What follows belongs to an exercise in optimizing a design on an open flow for small area; a production flow would make more cautious choices.
The RTL was checked by simulation tests, not by an equivalence proof against the original design.
Power and IR drop assume default switching activity.

== build 3 ==
Design ld_dma_top, start of the top module:
module ld_dma_top (
    input  logic                                                  clk,
    input  logic                                                  reset,
    input  logic [1:0]                                            cfg_ld_dma_mode,
    input  logic [ld_dma_pkg::QUEUE_DEPTH*ld_dma_pkg::HEADER_WIDTH-1:0] cfg_ld_dma_header,
    input  logic                                                  strm_start_pulse,
    output logic [ld_dma_pkg::RDRQ_WIDTH-1:0]                     rdrq_packet,
    input  logic [ld_dma_pkg::RDRS_WIDTH-1:0]                     rdrs_packet,
    output logic [ld_dma_pkg::CGRA_DATA_WIDTH-1:0]                stream_data_g2f,
    output logic                                                  stream_data_valid_g2f,
    output logic                                                  stream_g2f_done_pulse,
    output logic [ld_dma_pkg::QUEUE_DEPTH-1:0]                    cfg_load_dma_invalidate_pulse
);
Size in the first run: about 850 cells after synthesis, roughly 290 I/O pins, roughly 14,000 sq um of cells after synthesis.
Settings: LEC_CHECK=0, CAP_MARGIN=10, CORE_MARGIN=2, CORE_UTILIZATION=75, SLEW_MARGIN=10; clock period 10.0 ns.
standard.sh (not shown) runs the stock make flow with config.mk's settings and CLKGATE_MAP_FILE= SYNTH_SCRIPT=/design/flow/synth_recipe.tcl, a recipe that flattens the netlist after the stock synthesis.
==> flow/flow/run.sh <==
#!/bin/bash
# Own layout flow: the standard synthesis, then an area-oriented re-mapping of the gates
# between the flip-flops (the flip-flops themselves are kept as synthesized), then the standard flow's
# standard layout with the smallest buffer on every port and a clock tree of small buffers
# without dummy loads. Each tool's full output goes to its own log file in this folder;
# every ORFS step also keeps its own log under orfs/logs/.
set -euo pipefail
export BUFFER_PORTS_ARGS="-buffer_cell sky130_fd_sc_hd__buf_1"
export CTS_ARGS="-sink_clustering_enable -repair_clock_nets -sink_clustering_size 10 -sink_clustering_max_diameter 40 -buf_list sky130_fd_sc_hd__clkbuf_4 -dont_use_dummy_load"
R=orfs/results/${FLOW_PLATFORM:-sky130hd}/ld_dma_top/base
bash standard.sh synth > flow_synth.log 2>&1
cp $R/1_2_yosys.v std_1_2_yosys.v
bash flow/remap.sh std_1_2_yosys.v remapped.v ${FLOW_TOP:-ld_dma_top} > remap.log 2>&1
cp remapped.v $R/1_2_yosys.v
bash standard.sh > flow_make.log 2>&1
==> flow/flow/remap.sh <==
#!/bin/bash
# usage: remap.sh IN.v OUT.v TOP  (run from the flow folder; needs FLOW_HOME or ORFS yosys on PATH)
# Re-maps the gates between the flip-flops of IN.v for area with ABC, once for each of a few
# deepsyn seeds (in parallel), and keeps the smallest result as OUT.v. Each run's full yosys
# output is in remap_S<seed>.log.
set -euo pipefail
HERE=$(cd "$(dirname "$0")" && pwd)
IN=$1; OUT=$2; TOP=$3
PLAT=${FLOW_HOME:-/OpenROAD-flow-scripts/flow}/platforms/sky130hd
LIB=$PLAT/lib/sky130_fd_sc_hd__tt_025C_1v80.lib
DU=""
for c in $(sed -n '/DONT_USE_CELLS/,/^#/p' $PLAT/config.mk | grep -oE 'sky130_fd_sc_hd__[A-Za-z0-9_]+'); do DU="$DU -dont_use $c"; done
YOSYS=$(command -v yosys || echo ${FLOW_HOME:-/OpenROAD-flow-scripts/flow}/../tools/install/yosys/bin/yosys)
SEEDS="1 2 3 4"
for S in $SEEDS; do
  sed -e "s|&deepsyn -T 60|\&deepsyn -T 60 -S $S|" $HERE/remap.abc > remap_S$S.abc
  sed -e "s|{LIB}|$LIB|g; s|{IN}|$IN|; s|{OUT}|remap_S$S.v|; s|{TOP}|$TOP|; s|{DONTUSE}|$DU|; s|{SCRIPT}|$PWD/remap_S$S.abc|" $HERE/remap.ys > remap_S$S.ys
  $YOSYS -s remap_S$S.ys > remap_S$S.log 2>&1 &
done
wait
BEST=""; BEST_AREA=""
for S in $SEEDS; do
  A=$(grep "Chip area" remap_S$S.log | tail -1 | awk '{print $NF}')
  echo "seed $S: area $A"
  [[ -n "$A" && -s remap_S$S.v ]] || continue
  if [[ -z "$BEST" ]] || awk "BEGIN{exit !($A < $BEST_AREA)}"; then BEST=$S; BEST_AREA=$A; fi
done
[[ -n "$BEST" ]] || { echo "no re-mapping finished" >&2; exit 1; }
echo "kept seed $BEST: area $BEST_AREA"
cp remap_S$BEST.v $OUT
# the re-mapped netlist must read back cleanly and keep every flip-flop of the standard synthesis
cat > remap_check.ys <<EOC
read_liberty -lib $LIB
read_verilog $OUT
hierarchy -top $TOP
check -assert
EOC
$YOSYS -s remap_check.ys
ffs() { grep -E '^\s*sky130_fd_sc_hd__(df|edf|sdf)[a-z0-9_]+ ' "$1" | awk '{print $1, $2}' | sort; }
if ! diff <(ffs $IN) <(ffs $OUT) > /dev/null; then echo "flip-flops changed by the re-mapping" >&2; exit 1; fi
echo "flip-flops kept: $(ffs $OUT | wc -l)"
Other scripts of this flow, unchanged in this note and not shown: flow/flow/remap.abc, flow/flow/remap.ys
Both conditions hold for build 3: the flow ran to the end and the final layout passed the timing, design-rule and antenna checks.
The following lists how build 94 was set up differently from build 3:
- a change of CORE_UTILIZATION from 75 to 65
--- a/flow/flow/run.sh
+++ b/flow/flow/run.sh
@@ -7,5 +7,5 @@
 set -euo pipefail
 export BUFFER_PORTS_ARGS="-buffer_cell sky130_fd_sc_hd__buf_1"
-export CTS_ARGS="-sink_clustering_enable -repair_clock_nets -sink_clustering_size 10 -sink_clustering_max_diameter 40 -buf_list sky130_fd_sc_hd__clkbuf_4 -dont_use_dummy_load"
+export CTS_ARGS="-sink_clustering_enable -repair_clock_nets -sink_clustering_size 18 -sink_clustering_max_diameter 50 -buf_list {sky130_fd_sc_hd__clkbuf_4 sky130_fd_sc_hd__clkbuf_8} -dont_use_dummy_load"
 R=orfs/results/${FLOW_PLATFORM:-sky130hd}/ld_dma_top/base
 bash standard.sh synth > flow_synth.log 2>&1
==> flow/flow/remap.sh <==
#!/bin/bash
# usage: remap.sh IN.v OUT.v TOP  (run from the flow folder; needs FLOW_HOME or ORFS yosys on PATH)
set -euo pipefail
HERE=$(cd "$(dirname "$0")" && pwd)
IN=$1; OUT=$2; TOP=$3
PLAT=${FLOW_HOME:-/OpenROAD-flow-scripts/flow}/platforms/sky130hd
LIB=$PLAT/lib/sky130_fd_sc_hd__tt_025C_1v80.lib
DU=""
for c in $(sed -n '/DONT_USE_CELLS/,/^#/p' $PLAT/config.mk | grep -oE 'sky130_fd_sc_hd__[A-Za-z0-9_]+'); do DU="$DU -dont_use $c"; done
YOSYS=$(command -v yosys || echo ${FLOW_HOME:-/OpenROAD-flow-scripts/flow}/../tools/install/yosys/bin/yosys)
sed -e "s|{LIB}|$LIB|g; s|{IN}|$IN|; s|{OUT}|$OUT|; s|{TOP}|$TOP|; s|{DONTUSE}|$DU|; s|{SCRIPT}|$HERE/remap.abc|" $HERE/remap.ys > remap_run.ys
$YOSYS -s remap_run.ys
# the re-mapped netlist must read back cleanly and keep every flip-flop of the standard synthesis
cat > remap_check.ys <<EOC
read_liberty -lib $LIB
read_verilog $OUT
hierarchy -top $TOP
check -assert
EOC
$YOSYS -s remap_check.ys
ffs() { grep -E '^\s*sky130_fd_sc_hd__(df|edf|sdf)[a-z0-9_]+ ' "$1" | awk '{print $1, $2}' | sort; }
if ! diff <(ffs $IN) <(ffs $OUT) > /dev/null; then echo "flip-flops changed by the re-mapping" >&2; exit 1; fi
echo "flip-flops kept: $(ffs $OUT | wc -l)"
==> results.txt <==
Build 94 has completed all stages; timing, DRC and antenna checks passed.
Build 3 → build 94: wire length of the first global-routing pass lost 1700 um; share of cells above drive strength 1 fell by 0.60 points; sum of buffers and inverters on the critical path shrank by 2; placed cell count now larger.
Clock distribution power went up by more than 10% going from build 3 to build 94.
Row worst hold margin: build 94 lower / build 3 higher
Build 94: final worst slack higher than build 3
The higher number of buffers other than clock buffers in the final layout came out of build 94.
When build 94 is measured against build 3, its worst-skew pair later-pin latency turns out 90 ps lower.
Build 94 consumes more power than build 3 does.
Where clock skew after layout is concerned, build 3 is outperformed by build 94.
Input changes introduced in build 46 (baseline for comparison: build 94):
- CORE_UTILIZATION changed from 65 to 70
--- a/flow/flow/run.sh
+++ b/flow/flow/run.sh
@@ -7,5 +7,5 @@
 set -euo pipefail
 export BUFFER_PORTS_ARGS="-buffer_cell sky130_fd_sc_hd__buf_1"
-export CTS_ARGS="-sink_clustering_enable -repair_clock_nets -sink_clustering_size 18 -sink_clustering_max_diameter 50 -buf_list {sky130_fd_sc_hd__clkbuf_4 sky130_fd_sc_hd__clkbuf_8} -dont_use_dummy_load"
+export CTS_ARGS="-sink_clustering_enable -repair_clock_nets -sink_clustering_size 10 -sink_clustering_max_diameter 40 -buf_list sky130_fd_sc_hd__clkbuf_4 -dont_use_dummy_load"
 R=orfs/results/${FLOW_PLATFORM:-sky130hd}/ld_dma_top/base
 bash standard.sh synth > flow_synth.log 2>&1
--- a/flow/flow/remap.sh
+++ b/flow/flow/remap.sh
@@ -1,4 +1,7 @@
 #!/bin/bash
 # usage: remap.sh IN.v OUT.v TOP  (run from the flow folder; needs FLOW_HOME or ORFS yosys on PATH)
+# Re-maps the gates between the flip-flops of IN.v for area with ABC, once for each of a few
+# deepsyn seeds (in parallel), and keeps the smallest result as OUT.v. Each run's full yosys
+# output is in remap_S<seed>.log.
 set -euo pipefail
 HERE=$(cd "$(dirname "$0")" && pwd)
@@ -9,6 +12,21 @@
 for c in $(sed -n '/DONT_USE_CELLS/,/^#/p' $PLAT/config.mk | grep -oE 'sky130_fd_sc_hd__[A-Za-z0-9_]+'); do DU="$DU -dont_use $c"; done
 YOSYS=$(command -v yosys || echo ${FLOW_HOME:-/OpenROAD-flow-scripts/flow}/../tools/install/yosys/bin/yosys)
-sed -e "s|{LIB}|$LIB|g; s|{IN}|$IN|; s|{OUT}|$OUT|; s|{TOP}|$TOP|; s|{DONTUSE}|$DU|; s|{SCRIPT}|$HERE/remap.abc|" $HERE/remap.ys > remap_run.ys
-$YOSYS -s remap_run.ys
+SEEDS="1 2 3 4"
+for S in $SEEDS; do
+  sed -e "s|&deepsyn -T 60|\&deepsyn -T 60 -S $S|" $HERE/remap.abc > remap_S$S.abc
+  sed -e "s|{LIB}|$LIB|g; s|{IN}|$IN|; s|{OUT}|remap_S$S.v|; s|{TOP}|$TOP|; s|{DONTUSE}|$DU|; s|{SCRIPT}|$PWD/remap_S$S.abc|" $HERE/remap.ys > remap_S$S.ys
+  $YOSYS -s remap_S$S.ys > remap_S$S.log 2>&1 &
+done
+wait
+BEST=""; BEST_AREA=""
+for S in $SEEDS; do
+  A=$(grep "Chip area" remap_S$S.log | tail -1 | awk '{print $NF}')
+  echo "seed $S: area $A"
+  [[ -n "$A" && -s remap_S$S.v ]] || continue
+  if [[ -z "$BEST" ]] || awk "BEGIN{exit !($A < $BEST_AREA)}"; then BEST=$S; BEST_AREA=$A; fi
+done
+[[ -n "$BEST" ]] || { echo "no re-mapping finished" >&2; exit 1; }
+echo "kept seed $BEST: area $BEST_AREA"
+cp remap_S$BEST.v $OUT
 # the re-mapped netlist must read back cleanly and keep every flip-flop of the standard synthesis
 cat > remap_check.ys <<EOC
- Compared with build 94, build 46 ends up with a smaller final cell area.
- Looking at final cell count without fillers, build 46 sits about 0.75% lower than build 94 does.
- Sequential share of layout area: build 46 vs build 94 up 0.90 points
- Of build 94 and build 46, the lower worst path setup slack after routing belongs to build 46.
- Taking build 94 as the reference point, the wire length of the first global-routing pass of build 46 rises by about 3%.
- Delta (build 46 minus build 94): worst slack at placement shrank by 470 ps, non-clock buffer count shrank by 5.
- Per the comparison of build 46 with build 94, total power draw went down 190 uW; CTS buffer count has increased.
diff inputs: build 46 => build 14
- CORE_UTILIZATION changed from 70 to 65
==> flow/flow/remap.sh <==
#!/bin/bash
# usage: remap.sh IN.v OUT.v TOP  (run from the flow folder; needs FLOW_HOME or ORFS yosys on PATH)
set -euo pipefail
HERE=$(cd "$(dirname "$0")" && pwd)
IN=$1; OUT=$2; TOP=$3
PLAT=${FLOW_HOME:-/OpenROAD-flow-scripts/flow}/platforms/sky130hd
LIB=$PLAT/lib/sky130_fd_sc_hd__tt_025C_1v80.lib
DU=""
for c in $(sed -n '/DONT_USE_CELLS/,/^#/p' $PLAT/config.mk | grep -oE 'sky130_fd_sc_hd__[A-Za-z0-9_]+'); do DU="$DU -dont_use $c"; done
YOSYS=$(command -v yosys || echo ${FLOW_HOME:-/OpenROAD-flow-scripts/flow}/../tools/install/yosys/bin/yosys)
sed -e "s|{LIB}|$LIB|g; s|{IN}|$IN|; s|{OUT}|$OUT|; s|{TOP}|$TOP|; s|{DONTUSE}|$DU|; s|{SCRIPT}|$HERE/remap.abc|" $HERE/remap.ys > remap_run.ys
$YOSYS -s remap_run.ys
# the re-mapped netlist must read back cleanly and keep every flip-flop of the standard synthesis
cat > remap_check.ys <<EOC
read_liberty -lib $LIB
read_verilog $OUT
hierarchy -top $TOP
check -assert
EOC
$YOSYS -s remap_check.ys
ffs() { grep -E '^\s*sky130_fd_sc_hd__(df|edf|sdf)[a-z0-9_]+ ' "$1" | awk '{print $1, $2}' | sort; }
if ! diff <(ffs $IN) <(ffs $OUT) > /dev/null; then echo "flip-flops changed by the re-mapping" >&2; exit 1; fi
echo "flip-flops kept: $(ffs $OUT | wc -l)"
Results
Of build 14 and build 46, it is build 14 that has the lower utilization. Total number of vias went up slightly going from build 46 to build 14. Looking at post-route minimum period, build 14 sits 470 ps lower than build 46 does. On number of signal-net inverters in the final layout, the higher figure sits with build 14, not build 46. Build 14 against build 46: number of fill cells +about 14%, clock-pin transition on the worst setup and hold timing paths closely matched the old numbers, clock power now larger, global-route wire length before repair has decreased, clock buffer count in the final layout grew by 1. In build 14 relative to build 46, detailed route wirelength on metal2 had gone down by a few percent. On cell count after synthesis, the higher figure sits with build 14, not build 46.

-- static timing again, ports no longer ideal --
Ports are ideal in the flow. The routed layouts listed here were re-timed in OpenROAD.
Step 1, drivers: a clkbuf_16 drives clk and a buf_2 each remaining input, both assumed.
Step 2 times the ports against the registers' clock, not the clock port: input delays grow and output delays shrink by t, the midpoint of the rising clock arrivals with the driver on.
a / b / c = no drivers / after step 1 / after step 2; a / b = the first two.
run | t, ns | setup slack, ns | worst slew at a driven data input, ns
build 3 | 0.678 | 2.963 / 2.963 / 2.963 | 0.06
build 94 | 0.573 | 4.115 / 4.115 / 4.115 | 0.07
build 46 | 0.673 | 3.603 / 3.603 / 3.603 | 0.06
build 14 | 0.707 | 4.074 / 4.074 / 4.074 | 0.07
After both steps setup and hold are still met in every run listed.
